What follows belongs to an exercise in optimizing a design on an open flow for small area, a short achievable clock period and few clock cycles per item; a production flow would make more cautious choices.
Only simulation tests tie the RTL to the original design; equivalence was not proved.
No activity file was given, so power comes from the tool's default toggle rates.

## design/flow/constraint.sdc

```tcl
create_clock -name core_clock -period 5.0 [get_ports {clk}]
set_input_delay 1.0000 -clock core_clock [delete_from_list [all_inputs] [get_ports {clk}]]
set_output_delay 1.0000 -clock core_clock [all_outputs]
set_load 0.01 [all_outputs]
```

## design/flow/design.v

```verilog
`timescale 1ns/1ps
package router_pkg;
  localparam int NUM_PORTS = 5;
  typedef enum logic [2:0] {
    PORT_UP    = 3'd0,
    PORT_DOWN  = 3'd1,
    PORT_LEFT  = 3'd2,
    PORT_RIGHT = 3'd3,
    PORT_LOCAL = 3'd4
  } port_e;
  typedef logic [NUM_PORTS-1:0] port_mask_t;
  localparam int FLIT_W = 64;
  typedef logic [FLIT_W-1:0] flit_t;
  localparam int X_DIR_BIT = 62;
  localparam int Y_DIR_BIT = 61;
  localparam int HOP_W = 4;
  localparam int HOP_X_LSB = 52;
  localparam int HOP_Y_LSB = 48;
endpackage
`timescale 1ns/1ps
module flit_buffer (
  input  logic              clk,
  input  logic              reset,
  input  logic              in_valid,
  input  router_pkg::flit_t in_data,
  output logic              in_ready,
  output logic              out_valid,
  output router_pkg::flit_t out_data,
  input  logic              out_ready
);
  logic  full;
  router_pkg::flit_t data_q;
  assign in_ready  = !full || out_ready;
  assign out_valid = full;
  assign out_data  = data_q;
  always_ff @(posedge clk or posedge reset) begin
    if (reset) begin
      full   <= 1'b0;
      data_q <= '0;
    end else if (in_valid && in_ready) begin
      full   <= 1'b1;
      data_q <= in_data;
    end else if (out_ready) begin
      full <= 1'b0;
    end
  end
endmodule
`timescale 1ns/1ps
module input_port #(
  parameter router_pkg::port_e THIS_PORT = router_pkg::PORT_LOCAL
) (
  input  logic                   clk,
  input  logic                   reset,
  input  logic                   in_valid,
  input  router_pkg::flit_t      in_flit,
  output logic                   in_ready,
  output router_pkg::port_mask_t route_req,
  output router_pkg::flit_t      route_flit,
  input  logic                   take
);
  logic             buf_valid;
  router_pkg::flit_t            buf_flit;
  logic [router_pkg::HOP_W-1:0] hop_x;
  logic [router_pkg::HOP_W-1:0] hop_y;
  flit_buffer u_buf (
    .clk       (clk),
    .reset     (reset),
    .in_valid  (in_valid),
    .in_data   (in_flit),
    .in_ready  (in_ready),
    .out_valid (buf_valid),
    .out_data  (buf_flit),
    .out_ready (take)
  );
  assign hop_x = buf_flit[router_pkg::HOP_X_LSB +: router_pkg::HOP_W];
  assign hop_y = buf_flit[router_pkg::HOP_Y_LSB +: router_pkg::HOP_W];
  always_comb begin
    route_req  = '0;
    route_flit = buf_flit;
    if (buf_valid) begin
      if (hop_x != '0) begin
        if (buf_flit[router_pkg::X_DIR_BIT]) begin
          route_req[router_pkg::PORT_LEFT] = 1'b1;
        end else begin
          route_req[router_pkg::PORT_RIGHT] = 1'b1;
        end
        route_flit[router_pkg::HOP_X_LSB +: router_pkg::HOP_W] = hop_x - 1'b1;
      end else if (hop_y != '0) begin
        if (buf_flit[router_pkg::Y_DIR_BIT]) begin
          route_req[router_pkg::PORT_DOWN] = 1'b1;
        end else begin
          route_req[router_pkg::PORT_UP] = 1'b1;
        end
        route_flit[router_pkg::HOP_Y_LSB +: router_pkg::HOP_W] = hop_y - 1'b1;
      end else begin
        route_req[router_pkg::PORT_LOCAL] = 1'b1;
      end
    end
  end
endmodule
`timescale 1ns/1ps
module rr_arbiter #(
  parameter int NUM_REQ = 5
) (
  input  logic               clk,
  input  logic               reset,
  input  logic [NUM_REQ-1:0] request,
  input  logic               advance,
  output logic [NUM_REQ-1:0] grant
);
  logic [NUM_REQ-1:0] ptr;
  logic [NUM_REQ-1:0] ptr_next;
  always_comb begin
    int  idx;
    logic found;
    grant = '0;
    found = 1'b0;
    idx   = 0;
    for (int s = 0; s < NUM_REQ; s++) begin
      if (ptr[s]) begin
        for (int k = 0; k < NUM_REQ; k++) begin
          idx = (s + k) % NUM_REQ;
          if (!found && request[idx]) begin
            grant[idx] = 1'b1;
            found      = 1'b1;
          end
        end
      end
    end
  end
  always_comb begin
    ptr_next = '0;
    for (int i = 0; i < NUM_REQ; i++) begin
      ptr_next[(i + 1) % NUM_REQ] = grant[i];
    end
  end
  always_ff @(posedge clk or posedge reset) begin
    if (reset) begin
      ptr <= NUM_REQ'(1);
    end else if (advance) begin
      ptr <= ptr_next;
    end
  end
endmodule
`timescale 1ns/1ps
module output_port #(
  parameter int NUM_REQ = 5
) (
  input  logic                   clk,
  input  logic                   reset,
  input  router_pkg::port_mask_t req,
  input  logic [NUM_REQ*router_pkg::FLIT_W-1:0] flits,
  output router_pkg::port_mask_t grant,
  output logic                   out_valid,
  output router_pkg::flit_t      out_flit,
  input  logic                   out_ready
);
  logic [NUM_REQ-1:0] arb_grant;
  logic               buf_ready;
  logic               push;
  router_pkg::flit_t              sel_flit;
  rr_arbiter #(
    .NUM_REQ (NUM_REQ)
  ) u_arb (
    .clk     (clk),
    .reset   (reset),
    .request (req),
    .advance (push),
    .grant   (arb_grant)
  );
  assign push = buf_ready & (|arb_grant);
  assign grant = buf_ready ? arb_grant : '0;
  always_comb begin
    sel_flit = '0;
    for (int i = 0; i < NUM_REQ; i++) begin
      if (arb_grant[i]) begin
        sel_flit = sel_flit | flits[i*router_pkg::FLIT_W +: router_pkg::FLIT_W];
      end
    end
  end
  flit_buffer u_buf (
    .clk       (clk),
    .reset     (reset),
    .in_valid  (push),
    .in_data   (sel_flit),
    .in_ready  (buf_ready),
    .out_valid (out_valid),
    .out_data  (out_flit),
    .out_ready (out_ready)
  );
endmodule
`timescale 1ns/1ps
module mesh_router (
  input  logic                   clk,
  input  logic                   reset,
  input  router_pkg::port_mask_t in_valid,
  input  logic [router_pkg::NUM_PORTS*router_pkg::FLIT_W-1:0] in_flit,
  output router_pkg::port_mask_t in_ready,
  output router_pkg::port_mask_t out_valid,
  output logic [router_pkg::NUM_PORTS*router_pkg::FLIT_W-1:0] out_flit,
  input  router_pkg::port_mask_t out_ready
);
  router_pkg::port_mask_t route_req [router_pkg::NUM_PORTS];
  logic [router_pkg::NUM_PORTS*router_pkg::FLIT_W-1:0] route_flit;
  router_pkg::port_mask_t grant [router_pkg::NUM_PORTS];
  router_pkg::port_mask_t out_req [router_pkg::NUM_PORTS];
  router_pkg::port_mask_t take;
  for (genvar i = 0; i < router_pkg::NUM_PORTS; i++) begin : g_in
    input_port #(
      .THIS_PORT (router_pkg::port_e'(i))
    ) u_in (
      .clk        (clk),
      .reset      (reset),
      .in_valid   (in_valid[i]),
      .in_flit    (in_flit[i*router_pkg::FLIT_W +: router_pkg::FLIT_W]),
      .in_ready   (in_ready[i]),
      .route_req  (route_req[i]),
      .route_flit (route_flit[i*router_pkg::FLIT_W +: router_pkg::FLIT_W]),
      .take       (take[i])
    );
  end
  always_comb begin
    take = '0;
    for (int i = 0; i < router_pkg::NUM_PORTS; i++) begin
      for (int j = 0; j < router_pkg::NUM_PORTS; j++) begin
        out_req[j][i] = route_req[i][j];
        take[i]       = take[i] | grant[j][i];
      end
    end
  end
  for (genvar j = 0; j < router_pkg::NUM_PORTS; j++) begin : g_out
    output_port #(
      .NUM_REQ (router_pkg::NUM_PORTS)
    ) u_out (
      .clk       (clk),
      .reset     (reset),
      .req       (out_req[j]),
      .flits     (route_flit),
      .grant     (grant[j]),
      .out_valid (out_valid[j]),
      .out_flit  (out_flit[j*router_pkg::FLIT_W +: router_pkg::FLIT_W]),
      .out_ready (out_ready[j])
    );
  end
endmodule
```

## design/flow/run.sh

```bash
#!/bin/bash
# synth_recipe.tcl (not shown) runs the flow's synth.tcl, then flattens the netlist and writes it again
# the make line also repeats each setting of config.mk as NAME=value (left out here)
make -C /OpenROAD-flow-scripts/flow DESIGN_CONFIG=/design/flow/config.mk WORK_HOME=/design/flow/orfs CLKGATE_MAP_FILE= SYNTH_SCRIPT=/design/flow/synth_recipe.tcl finish
```

## design/flow/config.mk

```make
export PLATFORM = sky130hd
export DESIGN_NAME = mesh_router
export DESIGN_NICKNAME = mesh_router
export VERILOG_FILES = /design/flow/design.v
export SDC_FILE = /design/flow/constraint.sdc
export NUM_CORES = 4
export LEC_CHECK = 0
export CAP_MARGIN = 20
export CORE_MARGIN = 2
export CORE_UTILIZATION = 25
export SLEW_MARGIN = 20
```

==> summary.txt <==
-- per-stage QoR --
step / worst slack, ns / utilization (%) / total power, uW / std cells / TNS [ns]
final: 0.108 / 33.9 / 32000 / 6385 / 0
after global placement: 0.168 / 31.6 / 24300 / 6211 / 0
after detailed placement: 0.0584 / 31.6 / 24500 / 6211 / 0
after CTS: 0.00325 / 33.8 / 31600 / 6372 / 0
after floorplan: -5.23 / - / 17100 / 3850 / -3515.98
after global routing: -0.0331 / 33.9 / 33100 / 6383 / -0.0331
-- power by group through the flow --
stage          combinational (uW)  clock (uW)  sequential, uW
2_1_floorplan                7880           0            9180
3_3_place_gp                14500           0            9820
3_5_place_dp                14600           0            9870
4_1_cts                     14800        6970            9810
5_1_grt                     15800        7190           10100
6_report                    15200        6870            9940
-- final timing paths --
path                                                        startpoint  slack [ns]  cells after the start                                     endpoint
hold reg to reg            g_out[1].u_out.u_buf.data_q[58]$_DFFE_PP0P_        0.47                      1  g_out[1].u_out.u_buf.data_q[58]$_DFFE_PP0P_
setup / recovery             g_in[3].u_in.u_buf.data_q[52]$_DFFE_PP0P_        0.11                     11                                  in_ready[2]
hold / removal             g_out[1].u_out.u_buf.data_q[58]$_DFFE_PP0P_        0.47                      1  g_out[1].u_out.u_buf.data_q[58]$_DFFE_PP0P_
setup reg to reg             g_in[2].u_in.u_buf.data_q[48]$_DFFE_PP0P_        0.24                     13  g_out[1].u_out.u_buf.data_q[48]$_DFFE_PP0P_
min in group asynchronous                                        reset        0.82                      2    g_in[4].u_in.u_buf.data_q[62]$_DFFE_PP0P_
max in group asynchronous                                        reset        3.00                      4    g_in[1].u_in.u_buf.data_q[10]$_DFFE_PP0P_
-- sequential cells by signal (all words and copies together), names as in the netlist --
| register | cells |
|---|---|
| g_out.u_out.u_arb.ptr | 25 |
| g_out.u_out.u_buf.data_q | 320 |
| g_out.u_out.u_buf.full | 5 |
| g_in.u_in.u_buf.data_q | 320 |
| g_in.u_in.u_buf.full | 5 |
-- layout make-up --
| class | count | share of cell area (%) |
|---|---|---|
| clock inverter | 48 | 1.40 |
| tap | 1930 | 4.81 |
| antenna | 8 | 0.0399 |
| clock buffer | 107 | 4.67 |
| sequential | 675 | 33.7 |
| inverter | 99 | 0.758 |
| timing repair buffer | 843 | 16.9 |
| multi-input combinational | 2675 | 37.8 |
-- cell families (layout without fill, tap and decap cells) --
| family | Yosys count | count (layout) |
|---|---|---|
| AO/OA/AOI/OAI | 1497 | 1497 |
| AND/OR/NAND/NOR | 883 | 883 |
| flip-flops | 675 | 675 |
| buffers and inverters | 500 | 1097 |
| multiplexers | 273 | 273 |
| adder cells (fa/ha/maj) | 11 | 11 |
| XOR/XNOR | 11 | 11 |
| other | 0 | 8 |
-- worst max-delay path, stage by stage (launching register included) --
cell and delay [ns]:
dfrtp_1 0.39, inv_1 0.14, ha_2 0.27, and4bb_4 0.34
buf_4 0.22, nand4_1 0.17, a311oi_2 0.34, o41ai_2 0.12
nor3_1 0.22, and3_4 0.25, clkinvlp_4 0.17, clkdlybuf4s50_1 0.53
-- Yosys cell counts, types with 16 or more instances --
cell type  instances
and2_1            17
nand2b_1          27
mux2_2           184
o21ai_0          159
dfrtp_1          670
a31oi_1           92
nor2_1           106
nor2b_1           20
buf_1             61
clkbuf_1         241
a22oi_1          212
a21o_1           120
o211ai_1         119
a211oi_1          58
o22ai_1           77
buf_4             19
a22o_1            63
nand3_1           21
nand2_1          570
a221o_1           30
inv_1             98
nor3b_1           16
a21oi_1          169
buf_2             66
a222oi_1         184
mux2_1            86
nor3_1            27
a221oi_1         113
-- what timing repair did --
item                                    in CTS  in global routing
pin swaps                                    8                  4
setup buffers                                6                  5
resized for setup                           48                 13
endpoints found under the setup margin       5                  5
-- metal layers --
metal | part of all wire, % | vias to the layer above
met2 | 42 | 3299
met4 | 5.8 | 46
met1 | 38 | 19300
li1 | - | 15900
met3 | 14 | 758
met5 | 0.18 | -
==> results.toml <==
[global_routing]
grt_pass1_wl_um = 298000
antenna_found_initial = 35
grt_max_degree = 87
gr-usage-met1_pct = 34.5
top_usage_layer = "met2"
grt_use_met2_pct = 39.8
grt_pass1_vias = 37900
grt-ovfl-total = 0
groute.usage.overall_pct = 27.2
grt.met3_usage_pct = 10.6

[synth]
synth_async_sr_flop_share_pct = 100
synth_top_area_cell = "dfrtp_1"
synth_cell_types = 91
synth_edf_count = 0
synthTopCellsByArea = "dfrtp_1 45%, nand2_1 5.7%, mux2_2 5.5%"
synth_top_family_by_area = "compound AO/OA/AOI/OAI gates"
synth_xor_area_share_pct = 0.257
syn_area_um2 = 37400
synthMuxAreaShare_pct = 8.20
synthesis.nets = 4193
syn_avg_cell_area_um2 = 9.72
yosysSeqAreaShare_pct = 45.1
synth_compound_area_share_pct = 29.8
ys_warn_count = 13
synthSimpleGateAreaFrac_pct = 10.5
synth_fa_ha_area_share_pct = 0.368
ys.flop_type = "dfrtp_1"
ys_ff_latch = 675
syn_inst = 3850
synth_top_area_share_pct = 44.8

[run_status]
outcome = "no timing/DRC/antenna violations"

[power]
pwr-share-seq_pct = 31.1
pwr-share-comb_pct = 47.4
intPower_uw = 17100
p_switching_uw = 14900
leakagePower_uw = 0.0198
ir_drop_mv = 0.680
p_per_area_nw_per_um2 = 637
p_clk_share_pct = 21.5
swShare_pct = 46.6

[detailed_routing]
num_vias = 39300
via_per_inst = 6.16
first_pass_iters = 11
detail-route-antenna-nets = 0
routed_wl_um = 216000
drt_iter0_drc = 6803
route.detailed.wl_per_inst_um = 33.8
drc = 0

[cells_and_area]
ff_latch_area_um2 = 16900
n_fill_cell = 15000
area_growth_pct = 34.0
layout_common_cells = "669 x dfrtp_1, 656 x clkdlybuf4s50_1, 566 x nand2_1"
final_area_um2 = 50200
layout-drive-gt1-share_pct = 14.3
multi_input_area_um2 = 18900
final_common_cell = "dfrtp_1"
layout.nets = 4722

[floorplanning]
die_x_um = 391
die-area_um2 = 153000
core_region_area_um2 = 148000
initial_core_util_pct = 25.3
ios = 662
die_y_um = 391
rows = 141

[cts]
holdBufCountCts = 0
numCtsBuffers = 85
htreeDepth = 3
insertion_delay_ns = 0.72
tritoncts = "yes"
clkTransAtPathRegs_ns = 0.06
cts_num_sinks = 675
cts.path.max_buffers = 3
root_buffer = "clkbuf_16"

[place]
io_buffer_count = 661
dp_hpwl_um = 143000
dpl_cell_area_um2 = 46800
routabilityCongestion = 1.02

[worst_setup_path]
start_kind = "flop"
critPathRequiredTime_ns = 4.00
crit_type = "flop to output port"
critPathArrivalTime_ns = 3.89
crit_path_max_fanout = 7
endpoint_kind = "output port"

[timing]
skew_ns = 0.0318
setup_viol = 0
fmax_mhz = 204
period_needed_ns = 4.89
fin_crit_sh_pct = 97.8
drv_slew = 0
relSlewSlack_pct = 24.9
hold_viol = 0
rsz0062_at_grt = "yes"
whs_ns = 0.474
worst_pin_slew_ns = 1.12

[min_path]
hold_class = "flop to flop"

[job]
maxCapViolCount = 0
Testbench counts, summed over its fixed seeds: cycles 2,957, flits 8,000.

what the ideal ports hide:
Ports are ideal in the flow. The routed layout listed here was re-timed in OpenROAD.
Step 1 (the two cells are an assumption about what drives the block):
set clk [get_ports {clk}]
set_driving_cell -lib_cell sky130_fd_sc_hd__clkbuf_16 $clk
set_driving_cell -lib_cell sky130_fd_sc_hd__buf_2 [delete_from_list [all_inputs] $clk]
Step 2, shift: input delay + t, output delay - t, t = (earliest + latest rising clock arrival at the registers) / 2. This alone moves slack from input paths to output paths.
a / b / c = ideal ports / drivers / drivers and shift; a / b = the first two.
t, ns: 0.772
setup slack, ns: 0.108 / 0.037 / 0.236
worst register clock-pin slew, ns: 0.07 / 0.07
pins driven straight from the clock port: 1
After both steps this run still meets setup and hold. For this run, drivers alone change the setup slack by -0.071 ns; drivers and shift together by +0.128 ns.
